From an optimization exercise on the open Yosys and OpenROAD flow, aimed at small area; shortcuts taken in it are not production practice. Function was checked by simulation only, so behaviour that the tests miss may differ from the original. Power and IR drop assume default switching activity. The clock port is modelled as an ideal driver; clocking choices that lean on that would not hold on a real chip.

// scan_top
module scan_top
#(
    parameter int FIFO_DEPTH = 4
)
(
    input  wire                         w_bus_clk,
    input  wire                         w_adc_rst,
    input  wire [3:0]                   sw,
    input  wire [11:0]      adc_data_0,
    input  wire [11:0]      adc_data_1,
    input  wire [11:0]      adc_data_2,
    input  wire                         sample_strobe,
    input  wire                         dma_on,
    input  wire [27:0]  dma_start_address,
    input  wire [27:0]  dma_buf_size,
    input  wire                         sdram_waitrequest,
    output logic [127:0]             sdram_writedata,
    output logic [27:0]       sdram_address,
    output logic                        sdram_write,
    output logic                        fifo_overflow,
    output logic [15:0]         dma_done_cnt
);
Size: about 3300 cells after synthesis, about 280 I/O pins.
export LEC_CHECK = 0
export CAP_MARGIN = 20
export CORE_AREA = 2.3 2.72 390.08 388.96
export CTS_BUF_LIST = sky130_fd_sc_hd__clkbuf_16
export CTS_CLUSTER_DIAMETER = 80
export CTS_CLUSTER_SIZE = 30
export DIE_AREA = 0 0 392.42 392.42
export SLEW_MARGIN = 20
create_clock -name core_clock -period 7.0 [get_ports {w_bus_clk}]
standard.sh (not shown) runs the stock make flow with config.mk's settings and CLKGATE_MAP_FILE= SYNTH_SCRIPT=/design/flow/synth_recipe.tcl, a recipe that flattens the netlist after the stock synthesis.
==> flow/flow/run.sh <==
#!/bin/bash
# Own layout flow: the standard ORFS flow (standard.sh) with these changes.
# Synthesis: the standard flow's synthesis script, but ABC maps with flow/area.abc
#   (flow/my_synth.tcl) and Yosys does not pre-extract half/full adder cells
#   (ADDER_MAP_FILE empty), so ABC maps the arithmetic too. Registers are mapped
#   before ABC, exactly as in the standard synthesis.
# Layout: port buffers are sky130_fd_sc_hd__buf_1 (buffer_ports -buffer_cell),
#   and the clock tree is built without dummy loads (-dont_use_dummy_load).
# Each step's full output goes to a log of its own in this folder; ORFS also
# keeps its per-step logs under orfs/logs.
set -euo pipefail
here=$(pwd)
CTS="-sink_clustering_enable -repair_clock_nets -sink_clustering_size 30"
CTS="$CTS -sink_clustering_max_diameter 80 -buf_list sky130_fd_sc_hd__clkbuf_16"
CTS="$CTS -dont_use_dummy_load"
bash standard.sh "SYNTH_SCRIPT=$here/flow/my_synth.tcl" "ADDER_MAP_FILE=" synth > synth.log 2>&1
bash standard.sh "BUFFER_PORTS_ARGS=-buffer_cell sky130_fd_sc_hd__buf_1" \
    "CTS_ARGS=$CTS" finish > layout.log 2>&1
==> flow/flow/area.abc <==
&get -n
&st
&syn2
&dch
&nf -R 1000
&put
==> flow/flow/my_synth.tcl <==
# The standard synthesis (synth_recipe.tcl in the work folder), with ABC's
# final mapping run with flow/area.abc (an area-recovering mapping) in place of
# ORFS's speed script. Registers are mapped before ABC runs, so they are the
# standard synthesis's.
set my_dir [file dirname [file normalize [info script]]]
proc abc {args} {
  set i [lsearch -exact $args -script]
  if {$i >= 0} {
    lset args [expr {$i + 1}] [file join $::my_dir area.abc]
  }
  yosys abc {*}$args
}
source [file join $my_dir .. synth_recipe.tcl]
The first run finished but failed the layout checks on negative setup slack.
Rerun with:
==> flow/flow/run.sh (replaced) <==
#!/bin/bash
# Own layout flow: the standard ORFS flow (standard.sh, with the standard
# synthesis unchanged), with two knobs changed after synthesis:
#  - the port buffers are sky130_fd_sc_hd__buf_1 (buffer_ports -buffer_cell)
#    instead of the resizer's default pick;
#  - the clock tree is built without dummy loads (-dont_use_dummy_load).
# Each step's full output goes to a log of its own in this folder; ORFS also
# keeps its per-step logs under orfs/logs.
set -euo pipefail
CTS="-sink_clustering_enable -repair_clock_nets -sink_clustering_size 30"
CTS="$CTS -sink_clustering_max_diameter 80 -buf_list sky130_fd_sc_hd__clkbuf_16"
CTS="$CTS -dont_use_dummy_load"
bash standard.sh synth > synth.log 2>&1
bash standard.sh "BUFFER_PORTS_ARGS=-buffer_cell sky130_fd_sc_hd__buf_1" \
    "CTS_ARGS=$CTS" finish > layout.log 2>&1
CORE_AREA = not set   (was 2.3 2.72 390.08 388.96)
CORE_MARGIN = 2   (was not set)
CORE_UTILIZATION = 40   (was not set)
DIE_AREA = not set   (was 0 0 392.42 392.42)
removed: flow/flow/area.abc
removed: flow/flow/my_synth.tcl
=>
- The new run completed without violations
- setup slack improved by 0.25 ns
- die area stays the same
- total power goes up by a few percent
- clock skew goes up by 0.015 ns
- first-iteration DRC count goes down by about a fifth
Rerun with:
==> flow/run.sh (new file) <==
#!/bin/bash
# synth_recipe.tcl (not shown) runs the flow's synth.tcl, then flattens the netlist and writes it again
# the make line also repeats each setting of config.mk as NAME=value (left out here)
make -C /OpenROAD-flow-scripts/flow DESIGN_CONFIG=/design/flow/config.mk WORK_HOME=/design/flow/orfs CLKGATE_MAP_FILE= SYNTH_SCRIPT=/design/flow/synth_recipe.tcl finish
CAP_MARGIN = 0   (was 20)
SLEW_MARGIN = 0   (was 20)
removed: flow/flow/run.sh
removed: flow/standard.sh
Result: Fmax falls slightly. Total power came out higher by a few percent. Utilization went up by 1.6 points. Via count came out higher slightly. Final area went up by a few percent. Routed wire length climbs slightly. Setup slack loses 0.023 ns. Synthesized cell count stays the same.
Rerun with:
==> flow/flow/run.sh (new file) <==
#!/bin/bash
# Own layout flow: the standard ORFS flow (standard.sh) with these changes.
# Synthesis: the standard flow's synthesis script, but ABC maps with flow/area.abc
#   (flow/my_synth.tcl) and Yosys does not pre-extract half/full adder cells
#   (ADDER_MAP_FILE empty), so ABC maps the arithmetic too. Registers are mapped
#   before ABC, exactly as in the standard synthesis.
# Layout: port buffers are sky130_fd_sc_hd__buf_1 (buffer_ports -buffer_cell),
#   and the clock tree is built without dummy loads (-dont_use_dummy_load).
# Each step's full output goes to a log of its own in this folder; ORFS also
# keeps its per-step logs under orfs/logs.
set -euo pipefail
here=$(pwd)
CTS="-sink_clustering_enable -repair_clock_nets -sink_clustering_size 30"
CTS="$CTS -sink_clustering_max_diameter 110 -buf_list sky130_fd_sc_hd__clkbuf_16"
CTS="$CTS -dont_use_dummy_load"
bash standard.sh "SYNTH_SCRIPT=$here/flow/my_synth.tcl" "ADDER_MAP_FILE=" synth > synth.log 2>&1
bash standard.sh "BUFFER_PORTS_ARGS=-buffer_cell sky130_fd_sc_hd__buf_1" \
    "CTS_ARGS=$CTS" finish > layout.log 2>&1
==> flow/flow/area.abc (new file) <==
&get -n
&st
&syn2
&dch
&nf -R 1000
&put
==> flow/flow/my_synth.tcl (new file) <==
# The standard synthesis (synth_recipe.tcl in the work folder), with ABC's
# final mapping run with flow/area.abc (an area-recovering mapping) in place of
# ORFS's speed script. Registers are mapped before ABC runs, so they are the
# standard synthesis's.
set my_dir [file dirname [file normalize [info script]]]
proc abc {args} {
  set i [lsearch -exact $args -script]
  if {$i >= 0} {
    lset args [expr {$i + 1}] [file join $::my_dir area.abc]
  }
  yosys abc {*}$args
}
source [file join $my_dir .. synth_recipe.tcl]
==> flow/standard.sh (new file) <==
#!/bin/bash
# synth_recipe.tcl (not shown) runs the flow's synth.tcl, then flattens the netlist and writes it again
# the make line also repeats each setting of config.mk as NAME=value (left out here)
make -C /OpenROAD-flow-scripts/flow DESIGN_CONFIG=/design/flow/config.mk WORK_HOME=/design/flow/orfs CLKGATE_MAP_FILE= SYNTH_SCRIPT=/design/flow/synth_recipe.tcl "${@:-finish}"
CAP_MARGIN = 20   (was 0)
CORE_AREA = 2.3 2.72 390.08 388.96   (was not set)
CORE_MARGIN = not set   (was 2)
CORE_UTILIZATION = not set   (was 40)
DIE_AREA = 0 0 392.42 392.42   (was not set)
SLEW_MARGIN = 20   (was 0)
removed: flow/run.sh
Result: This time the run reached the layout checks and failed them: negative setup slack; routed wire length went down by 5.3%; power drops by 8.7%; clock-buffer cell count drops by 18; worst hold slack is about the same; via count decreases by 2.3%; clock power drops by 23%; setup slack gets worse by 0.28 ns; maximum frequency went down by 3.9%; register-to-register slack is worse by 1.5 ns.

## port drivers added, routing unchanged
No port has a modelled driver above. Below, the same layouts with a new extraction and two added sets of constraints. Step 1 (the two cells are an assumption about what drives the block):
set clk [get_ports {w_bus_clk}]
set_driving_cell -lib_cell sky130_fd_sc_hd__clkbuf_16 $clk
set_driving_cell -lib_cell sky130_fd_sc_hd__buf_2 [delete_from_list [all_inputs] $clk]
Step 2 also shifts input and output timing later by t, the mid clock arrival at the registers, as if the neighbouring blocks saw the same clock. Slacks: ideal ports / drivers / drivers and shift; pairs: ideal ports / drivers.
run | t (ns) | setup slack, ns | clock arrival spread, ns | worst data-port slew with drivers (ns)
the first run | 0.745 | -0.020 / -0.094 / 0.148 | 0.133 / 0.133 | 0.16
the second run | 0.762 | 0.233 / 0.150 / 0.912 | 0.145 / 0.144 | 0.08
the third run | 0.791 | 0.210 / 0.131 / 0.923 | 0.062 / 0.063 | 0.10
the fourth run | 0.769 | -0.068 / -0.136 / 0.138 | 0.116 / 0.117 | 0.15
